Background: an optimization exercise with open tools, aiming at small area and a short achievable clock period. Do not read the settings as production practice. Function was checked by simulation only, so behaviour that the tests miss may differ from the original. Power and IR drop assume default switching activity.

## before
==> flow/design.v (excerpt) <==
module dm_pipelined #(
  parameter int N   = 7,
  parameter int W   = 32,
  parameter int LAT = 2
) (
  input  logic               clka,
  input  logic               rst,
  input  logic               ena,
  input  logic [dm_pkg::lanes(W)-1:0] wea,
  input  logic [N-1:0]       addra,
  input  logic [W-1:0]       dina,
  output logic [W-1:0]       douta,
  output logic               done
);
Size in the first run: roughly 6900 cells after synthesis, roughly 4300 flip-flops, about 79 I/O pins, about 0.15 mm2 of cells after synthesis.
Settings: LEC_CHECK=0, CAP_MARGIN=20, CORE_MARGIN=2, CORE_UTILIZATION=50, CTS_CLUSTER_DIAMETER=100, CTS_CLUSTER_SIZE=25, SETUP_SLACK_MARGIN=2.0, SLEW_MARGIN=20, SYNTH_HIERARCHICAL=1; clock period 4.2 ns.
run.sh (not shown) runs the stock make flow with config.mk's settings and CLKGATE_MAP_FILE= SYNTH_SCRIPT=/design/flow/synth_recipe.tcl, a recipe that flattens the netlist after the stock synthesis.
#### Input delta (after over before)
Settings: changing CORE_UTILIZATION from 50 to 35; removing CTS_CLUSTER_DIAMETER (formerly 100); removing CTS_CLUSTER_SIZE (formerly 25); removing SETUP_SLACK_MARGIN (formerly 2.0).
==> comparison <==
- after closes out successfully: all stages finished, all timing, DRC and antenna checks passed.
- before → after: sequential logic power neither gained nor lost much, number of inserted filler cells in the final layout rose 66%, multi-input combinational cell area dropped 1.1%, total of plain and repair buffers excluding clock buffers went down by 106, synthesized area barely changed.

The RTL this note starts from:
==> flow/design.v <==
package dm_pkg;
  localparam int LAT_MAX = 4;
  function automatic int lanes(input int w);
    lanes = w / 8;
  endfunction
  function automatic logic par8(input logic [7:0] b);
    par8 = ^b;
  endfunction
  function automatic int rd_np(input int depth);
    rd_np = ((depth + 2) / 3 + 3) / 4;
  endfunction
endpackage
module dm_delay_line #(
  parameter int DEPTH = 1,
  parameter int PW    = 32
) (
  input  logic          clk,
  input  logic          rst,
  input  logic          i_vld,
  input  logic [PW-1:0] i_dat,
  output logic          o_vld,
  output logic [PW-1:0] o_dat
);
  logic [DEPTH-1:0] r_vld;
  logic [PW-1:0]    r_dat [DEPTH];
  always_ff @(posedge clk or posedge rst) begin
    if (rst) begin
      r_vld <= '0;
      for (int i = 0; i < DEPTH; i++) begin
        r_dat[i] <= '0;
      end
    end else begin
      r_vld[0] <= i_vld;
      if (i_vld) begin
        r_dat[0] <= i_dat;
      end
      for (int i = 1; i < DEPTH; i++) begin
        r_vld[i] <= r_vld[i-1];
        if (r_vld[i-1]) begin
          r_dat[i] <= r_dat[i-1];
        end
      end
    end
  end
  assign o_vld = r_vld[DEPTH-1];
  assign o_dat = r_dat[DEPTH-1];
endmodule
module dm_pipelined #(
  parameter int N   = 7,
  parameter int W   = 32,
  parameter int LAT = 2
) (
  input  logic               clka,
  input  logic               rst,
  input  logic               ena,
  input  logic [dm_pkg::lanes(W)-1:0] wea,
  input  logic [N-1:0]       addra,
  input  logic [W-1:0]       dina,
  output logic [W-1:0]       douta,
  output logic               done
);
  localparam int B     = dm_pkg::lanes(W);
  localparam int DEPTH = 2 ** N;
  localparam int NP    = dm_pkg::rd_np(DEPTH);
  if (LAT != 2) begin : g_bad_lat
    $error("dm_pipelined: this implementation supports LAT = 2 only");
  end
  if (W % 8 != 0 || W < 8) begin : g_bad_w
    $error("dm_pipelined: W must be a positive multiple of 8");
  end
  logic [W-1:0] r_mem [DEPTH];
  localparam int NL = N / 2;
  localparam int NH = N - NL;
  logic [DEPTH-1:0] w_rwl;        
  logic [2**NL-1:0] w_pl;         
  logic [2**NH-1:0] w_ph;         
  logic [NP-1:0]    w_rd [W];     
  logic [N-1:0]     r_wa;
  logic [W-1:0]     r_wd;
  logic [B-1:0]     r_we;
  logic [B-1:0]     r_plwe_n [2**NL];
  logic [2**NH-1:0] r_ph_n;
  logic [B-1:0]     r_fwe;
  logic [W-1:0]     r_fwd;
  logic             r_ld;
  logic             r_done;
  logic [NP-1:0]    r_q1 [W];
  logic [W-1:0]     r_q2;
  dm_dec #(.N(N)) u_rdec (
    .i_addr (addra),
    .o_wl   (w_rwl)
  );
  dm_dec #(.N(NL)) u_pl (
    .i_addr (addra[NL-1:0]),
    .o_wl   (w_pl)
  );
  dm_dec #(.N(NH)) u_ph (
    .i_addr (addra[N-1:NL]),
    .o_wl   (w_ph)
  );
  always_ff @(posedge clka) begin
    for (int l = 0; l < 2**NL; l++) begin
      r_plwe_n[l] <= ~({B{w_pl[l]}} & ((ena && !rst) ? wea : '0));
    end
    r_ph_n <= ~w_ph;
    r_wa  <= addra;
    r_wd  <= dina;
    r_we  <= (ena && !rst) ? wea : '0;
    r_fwe <= (addra == r_wa) ? r_we : '0;
    r_fwd <= r_wd;
  end
  always_ff @(posedge clka) begin
    for (int w = 0; w < DEPTH; w++) begin
      for (int i = 0; i < B; i++) begin
        if (!(r_plwe_n[w % 2**NL][i] || r_ph_n[w / 2**NL])) begin
          r_mem[w][8*i +: 8] <= r_wd[8*i +: 8];
        end
      end
    end
  end
  for (genvar b = 0; b < W; b++) begin : g_col
    logic [DEPTH-1:0] w_col;
    for (genvar w = 0; w < DEPTH; w++) begin : g_w
      assign w_col[w] = r_mem[w][b];
    end
    dm_rd_col #(.DEPTH(DEPTH)) u_col (
      .i_sel (w_rwl),
      .i_dat (w_col),
      .o_p   (w_rd[b])
    );
  end
  always_ff @(posedge clka or posedge rst) begin
    if (rst) begin
      r_ld   <= 1'b0;
      r_done <= 1'b0;
    end else begin
      r_ld   <= ena & ~(|wea);
      r_done <= r_ld;
    end
  end
  always_ff @(posedge clka) begin
    for (int b = 0; b < W; b++) begin
      r_q1[b] <= w_rd[b];
      r_q2[b] <= r_fwe[b/8] ? r_fwd[b] : |r_q1[b];
    end
  end
  assign done  = r_done;
  assign douta = r_q2;
endmodule
module dm_rd_col #(
  parameter int DEPTH = 128
) (
  input  logic [DEPTH-1:0]                i_sel,
  input  logic [DEPTH-1:0]                i_dat,
  output logic [dm_pkg::rd_np(DEPTH)-1:0] o_p
);
  localparam int N1 = (DEPTH + 2) / 3;    
  localparam int N2 = dm_pkg::rd_np(DEPTH);
  logic [N1-1:0] w_l1;
  for (genvar k = 0; k < N1; k++) begin : g_l1
    localparam int LO = 3 * k;
    localparam int HI = (3 * k + 2 < DEPTH) ? 3 * k + 2 : DEPTH - 1;
    dm_aoi #(.K(HI - LO + 1)) u_g (.a(i_sel[HI:LO]), .b(i_dat[HI:LO]), .y(w_l1[k]));
  end
  for (genvar k = 0; k < N2; k++) begin : g_l2
    localparam int LO = 4 * k;
    localparam int HI = (4 * k + 3 < N1) ? 4 * k + 3 : N1 - 1;
    dm_nand #(.K(HI - LO + 1)) u_g (.a(w_l1[HI:LO]), .y(o_p[k]));
  end
endmodule
module dm_dec #(
  parameter int N = 7
) (
  input  logic [N-1:0]    i_addr,
  output logic [2**N-1:0] o_wl
);
  always_comb begin
    for (int w = 0; w < 2**N; w++) begin
      o_wl[w] = (i_addr == N'(w));
    end
  end
endmodule
module dm_aoi #(
  parameter int K = 3
) (
  input  logic [K-1:0] a,
  input  logic [K-1:0] b,
  output logic         y
);
  assign y = ~|(a & b);
endmodule
module dm_nand #(
  parameter int K = 4
) (
  input  logic [K-1:0] a,
  output logic         y
);
  assign y = ~&a;
endmodule
module dm_nor #(
  parameter int K = 4
) (
  input  logic [K-1:0] a,
  output logic         y
);
  assign y = ~|a;
endmodule
clock: 4.2 ns
lec_check: 0
cap_margin: 20
core_margin: 2
core_utilization: 50
cts_cluster_diameter: 100
cts_cluster_size: 25
setup_slack_margin: 2.15
slew_margin: 20
synth_hierarchical: 1
Edit:
==> flow/flow/run.sh (new file) <==
#!/bin/bash
# The standard layout, with the reset, enable, byte-enable and done pins placed together
# on the bottom edge so that the done register sits next to its pin and its inputs.
set -e
export PRE_IO_PLACEMENT_TCL="$PWD/flow/io.tcl"
bash standard.sh > standard.log 2>&1
==> flow/flow/io.tcl (new file) <==
# Control pins and the done output share one stretch of the bottom edge.
set_io_pin_constraint -pin_names {rst ena wea[0] wea[1] wea[2] wea[3] done} -region bottom:250-310
==> flow/standard.sh (new file) <==
#!/bin/bash
# synth_recipe.tcl (not shown) runs the flow's synth.tcl, then flattens the netlist and writes it again
# the make line also repeats each setting of config.mk as NAME=value (left out here)
make -C /OpenROAD-flow-scripts/flow DESIGN_CONFIG=/design/flow/config.mk WORK_HOME=/design/flow/orfs CLKGATE_MAP_FILE= SYNTH_SCRIPT=/design/flow/synth_recipe.tcl "${@:-finish}"
--- a/flow/config.mk
+++ b/flow/config.mk
@@ -8,5 +8,5 @@
 export CAP_MARGIN = 20
 export CORE_MARGIN = 2
-export CORE_UTILIZATION = 50
+export CORE_UTILIZATION = 65
 export CTS_CLUSTER_DIAMETER = 100
 export CTS_CLUSTER_SIZE = 25
removed: flow/run.sh
Result: Fmax increases by 8.9%; combinational power decreases by about 3%; clock-buffer cell count stays the same; worst hold slack improved by 93 ps; first-iteration DRC count increases by 6.6%; core utilization increases by 16 points; final cell count decreases by 8.7%; die area decreases by 23%; via count stays flat; design area decreases by 1.6%.
Edit:
--- a/flow/config.mk
+++ b/flow/config.mk
@@ -8,5 +8,5 @@
 export CAP_MARGIN = 20
 export CORE_MARGIN = 2
-export CORE_UTILIZATION = 65
+export CORE_UTILIZATION = 50
 export CTS_CLUSTER_DIAMETER = 100
 export CTS_CLUSTER_SIZE = 25
The changed run passed the timing, DRC and antenna checks. Sequential share of layout area shrinks by 1.1 points. Global-route usage fell by 8.3 points. Clock-buffer cell count rose by 5. Final area climbs by 1.4%. Hold slack degrades by 49 ps. Core utilization drops by 16 points. Power went up by 1.6%. Flip-flop and latch count does not change.
Edit:
--- a/flow/config.mk
+++ b/flow/config.mk
@@ -8,5 +8,5 @@
 export CAP_MARGIN = 20
 export CORE_MARGIN = 2
-export CORE_UTILIZATION = 50
+export CORE_UTILIZATION = 75
 export CTS_CLUSTER_DIAMETER = 100
 export CTS_CLUSTER_SIZE = 25
The new run produced a clean layout. Final cell count decreases by 12%. Clock power decreases by about 5%. Clock-buffer cell count decreases by 8. Global-route usage increases by 13 points. Setup slack gets better by 82 ps.

static timing again, ports no longer ideal:
How much do the figures lean on ideal ports? The routed layouts below were timed once more, with nothing changed but the port constraints.
Step 1: set_driving_cell puts a clkbuf_16 on clka and a buf_2 on each other input, an assumption about the parent block.
Step 2 also shifts input and output timing later by t, the mid clock arrival at the registers, as if the neighbouring blocks saw the same clock.
Slacks: ideal / step 1 / step 2; pairs: ideal / step 1.
run	shift t [ns]	setup slack, ns	worst hold slack (ns)	worst setup path at the end	cell pins on the clock port's net
before	0.995	1.536 / 1.536 / 0.971	0.093 / 0.021 / 0.368	input to register	1
after	1.050	0.789 / 0.680 / 0.768	0.295 / 0.231 / 0.365	input to register	1
the first run of note 2	1.038	1.769 / 1.669 / 0.901	0.050 / -0.028 / 0.359	input to register	1
the second run of note 2	1.004	1.967 / 1.870 / 0.930	0.143 / 0.080 / 0.360	input to register	1
the third run of note 2	1.041	1.886 / 1.786 / 1.045	0.094 / 0.015 / 0.363	input to register	1
the fourth run of note 2	0.982	1.968 / 1.870 / 1.082	0.158 / 0.083 / 0.356	input to register	1
After both steps every run listed still meets setup and hold. For the second run of note 2, which loses most, drivers alone change the setup slack by -0.097 ns; drivers and shift together by -1.037 ns.
